From an optimization exercise on the open Yosys and OpenROAD flow, aimed at small area, a short achievable clock period and few clock cycles; shortcuts taken in it are not production practice. At most, simulation tests tie the RTL to the original design; equivalence was not proved.

==> inputs of maple <==
// cordic_rot_iter
module cordic_rot_iter (
    input  logic        clk_i,
    input  logic        rst_i,
    input  logic        valid_i,
    output logic        ready_o,
    input  logic [63:0] angle_i,
    output logic        valid_o,
    input  logic        ready_i,
    output logic [63:0] cos_o,
    output logic [63:0] sin_o,
    output logic        range_err_o
);
export LEC_CHECK = 0
export CAP_MARGIN = 20
export CORE_MARGIN = 2
export CORE_UTILIZATION = 40
export CTS_BUF_LIST = sky130_fd_sc_hd__clkbuf_4 sky130_fd_sc_hd__clkbuf_8
export SETUP_SLACK_MARGIN = 4.0
export SLEW_MARGIN = 20
create_clock -name core_clock -period 8.0 [get_ports {clk_i}]
run.sh (not shown) runs the stock make flow with config.mk's settings and CLKGATE_MAP_FILE= SYNTH_SCRIPT=/design/flow/synth_recipe.tcl, a recipe that flattens the netlist after the stock synthesis.
==> inputs of amber, as changes to maple <==
--- a/flow/design.v
+++ b/flow/design.v
@@ -1308,19 +1308,21 @@
     logic signed [33:0] x_q32;
     logic signed [33:0] yp_q32;
     logic signed [33:0] x32, yp32;
     logic [34:0] xt31;
     assign xt31 = {34'(x_q32), 1'b1} + {34'(yp_q32 >>> 31), dcur_q32};
     assign x32 = xt31[34:1];
     assign yp32 = (34'(yp_q32) - 34'(x_q32 >>> 31)) ^ {34{dcur_q32}};
-    logic o_v, s_v, o_e, s_e, o_load, rdy_q;
-    logic signed [33:0] o_x, o_y, s_x, s_y;
-    assign en = ~s_v;
-    assign ready_o = rdy_q;   
-    assign o_load = ~o_v | ready_i;
+    logic v_q33;
+    logic e_q33;
+    logic signed [33:0] x_q33;
+    logic signed [33:0] yp_q33;
+    assign valid_o = v_q33;
+    assign en = ~(valid_o & ~ready_i);
+    assign ready_o = en;
     always_ff @(posedge clk_i or posedge rst_i) begin
         if (rst_i) begin
             v_q1 <= 1'b0;
             v_q2 <= 1'b0;
             v_q3 <= 1'b0;
             v_q4 <= 1'b0;
             v_q5 <= 1'b0;
@@ -1347,60 +1349,49 @@
             v_q26 <= 1'b0;
             v_q27 <= 1'b0;
             v_q28 <= 1'b0;
             v_q29 <= 1'b0;
             v_q30 <= 1'b0;
             v_q31 <= 1'b0;
             v_q32 <= 1'b0;
-            o_v <= 1'b0;
-            s_v <= 1'b0;
-            rdy_q <= 1'b1;
-        end else begin
-            if (en) begin
-                v_q1 <= valid_i;
-                v_q2 <= v_q1;
-                v_q3 <= v_q2;
-                v_q4 <= v_q3;
-                v_q5 <= v_q4;
-                v_q6 <= v_q5;
-                v_q7 <= v_q6;
-                v_q8 <= v_q7;
-                v_q9 <= v_q8;
-                v_q10 <= v_q9;
-                v_q11 <= v_q10;
-                v_q12 <= v_q11;
-                v_q13 <= v_q12;
-                v_q14 <= v_q13;
-                v_q15 <= v_q14;
-                v_q16 <= v_q15;
-                v_q17 <= v_q16;
-                v_q18 <= v_q17;
-                v_q19 <= v_q18;
-                v_q20 <= v_q19;
-                v_q21 <= v_q20;
-                v_q22 <= v_q21;
-                v_q23 <= v_q22;
-                v_q24 <= v_q23;
-                v_q25 <= v_q24;
-                v_q26 <= v_q25;
-                v_q27 <= v_q26;
-                v_q28 <= v_q27;
-                v_q29 <= v_q28;
-                v_q30 <= v_q29;
-                v_q31 <= v_q30;
-                v_q32 <= v_q31;
-            end
-            if (o_load) begin
-                o_v <= s_v | v_q32;
-                s_v <= 1'b0;
-                rdy_q <= 1'b1;
-            end else if (en) begin
-                s_v <= v_q32;
-                rdy_q <= ~v_q32;
-            end
+            v_q33 <= 1'b0;
+        end else if (en) begin
+            v_q1 <= valid_i;
+            v_q2 <= v_q1;
+            v_q3 <= v_q2;
+            v_q4 <= v_q3;
+            v_q5 <= v_q4;
+            v_q6 <= v_q5;
+            v_q7 <= v_q6;
+            v_q8 <= v_q7;
+            v_q9 <= v_q8;
+            v_q10 <= v_q9;
+            v_q11 <= v_q10;
+            v_q12 <= v_q11;
+            v_q13 <= v_q12;
+            v_q14 <= v_q13;
+            v_q15 <= v_q14;
+            v_q16 <= v_q15;
+            v_q17 <= v_q16;
+            v_q18 <= v_q17;
+            v_q19 <= v_q18;
+            v_q20 <= v_q19;
+            v_q21 <= v_q20;
+            v_q22 <= v_q21;
+            v_q23 <= v_q22;
+            v_q24 <= v_q23;
+            v_q25 <= v_q24;
+            v_q26 <= v_q25;
+            v_q27 <= v_q26;
+            v_q28 <= v_q27;
+            v_q29 <= v_q28;
+            v_q30 <= v_q29;
+            v_q31 <= v_q30;
+            v_q32 <= v_q31;
+            v_q33 <= v_q32;
         end
     end
     always_ff @(posedge clk_i) begin
         if (en) begin
             e_q1 <= e0;
             z_q1 <= z1;
             d0_q1 <= d0;
@@ -1563,24 +1554,16 @@
             zb_q31 <= zbd30;
             x_q31 <= x30;
             yp_q31 <= yp30;
             e_q32 <= e_q31;
             dcur_q32 <= d31;
             x_q32 <= x31;
             yp_q32 <= yp31;
-        end
-        if (o_load) begin
-            o_x <= s_v ? s_x : x32;
-            o_y <= s_v ? s_y : yp32;
-            o_e <= s_v ? s_e : e_q32;
-        end
-        if (en) begin
-            s_x <= x32;
-            s_y <= yp32;
-            s_e <= e_q32;
+            e_q33 <= e_q32;
+            x_q33 <= x32;
+            yp_q33 <= yp32;
         end
     end
-    assign valid_o = o_v;
-    assign cos_o = {{30{o_x[33]}}, o_x};
-    assign sin_o = {{30{o_y[33]}}, o_y};
-    assign range_err_o = o_e;
+    assign cos_o = {{30{x_q33[33]}}, x_q33};
+    assign sin_o = {{30{yp_q33[33]}}, yp_q33};
+    assign range_err_o = e_q33;
 endmodule
CTS_BUF_LIST = not set   (was sky130_fd_sc_hd__clkbuf_4 sky130_fd_sc_hd__clkbuf_8)
SETUP_SLACK_MARGIN = not set   (was 4.0)
==> inputs of delta, as changes to maple <==
CORE_UTILIZATION = 55   (was 40)
SETUP_SLACK_MARGIN = 4.5   (was 4.0)
==> qor summary <==
item                                                                                      amber                    maple       delta
Post-layout instance area                                                            205000 um2               206000 um2  210000 um2
Vias per std cell                                                                          5.58                     5.58        6.04
Post-CTS Setup Repair Bufs                                                                    0                       29         113
Worst Setup Slack post-DPL                                                              1.73 ns                  1.64 ns     2.27 ns
Xor and xnor area share after synthesis                                                   13.0%                    12.2%       12.2%
Hold worst-path end                                                        d0_q1_q2_q3_q4_q5_q6                    e_q12  zb_q14[10]
Longest individual stage delay on the worst path                                        0.87 ns                  0.90 ns     0.43 ns
Post-cts gate resize count                                                                    0                      101         687
Outcome                                                        no timing/DRC/antenna violations  no timing/DRC/antenna violations  no timing/DRC/antenna violations
Number of cells on the critical path                                                         13                        8          12
Number of buffer and inverter instances along the worst setup path                            4                        2           1
GR met2 Demand/Resource                                                                   35.1%                    34.0%       48.5%
Sum of routed wire segments on met1                                                   225000 um                218000 um   221000 um
DR pass1 iterations                                                                           8                        6           9
Total half-perimeter wirelength after legalization and detailed placement             385000 um                371000 um   372000 um
Startpoint of the most critical register-to-register path                                 v_q33  d0_q1_q2_q3_q4_q5_q6_q7    z_q3[30]
Required time at the endpoint of the critical path                                      8.81 ns                  8.88 ns     8.85 ns
Vias in the first global route                                                           136000                   136000      138000
Die outline height                                                                       685 um                   687 um      586 um
Combined area of the multi-input logic cells                                         108000 um2               108000 um2  111000 um2
Testbench counts of maple, summed over its fixed seeds: cycles 1,864.
Testbench counts of delta, summed over its fixed seeds: cycles 1,864.
For amber, only the layout was checked, not whether the RTL still works.

## static timing again, ports no longer ideal
In the flow no input, the clock included, has a driving cell. The finished layouts below were timed again as built, in two steps. Step 1, drivers: a clkbuf_16 drives clk_i and a buf_2 each remaining input, both assumed. Step 2 also shifts input and output timing later by t, the mid clock arrival at the registers, as if the neighbouring blocks saw the same clock. Three values: ideal, step 1, step 2; two values: the first two.
run	t, ns	setup slack, ns	worst hold slack (ns)	worst register clock-pin slew, ns	pins driven straight from the clock port
maple	1.267	4.007 / 3.983 / 3.060	0.389 / 0.389 / 0.389	0.08 / 0.08	1
amber	1.042	2.574 / 2.666 / 1.624	0.402 / 0.402 / 0.402	0.06 / 0.06	1
delta	1.216	4.412 / 4.315 / 3.413	0.383 / 0.383 / 0.383	0.08 / 0.08	1
After both steps every run listed still meets setup and hold. The setup slack of delta, which loses most, moves by -0.097 ns with the drivers and by -0.999 ns with both steps.
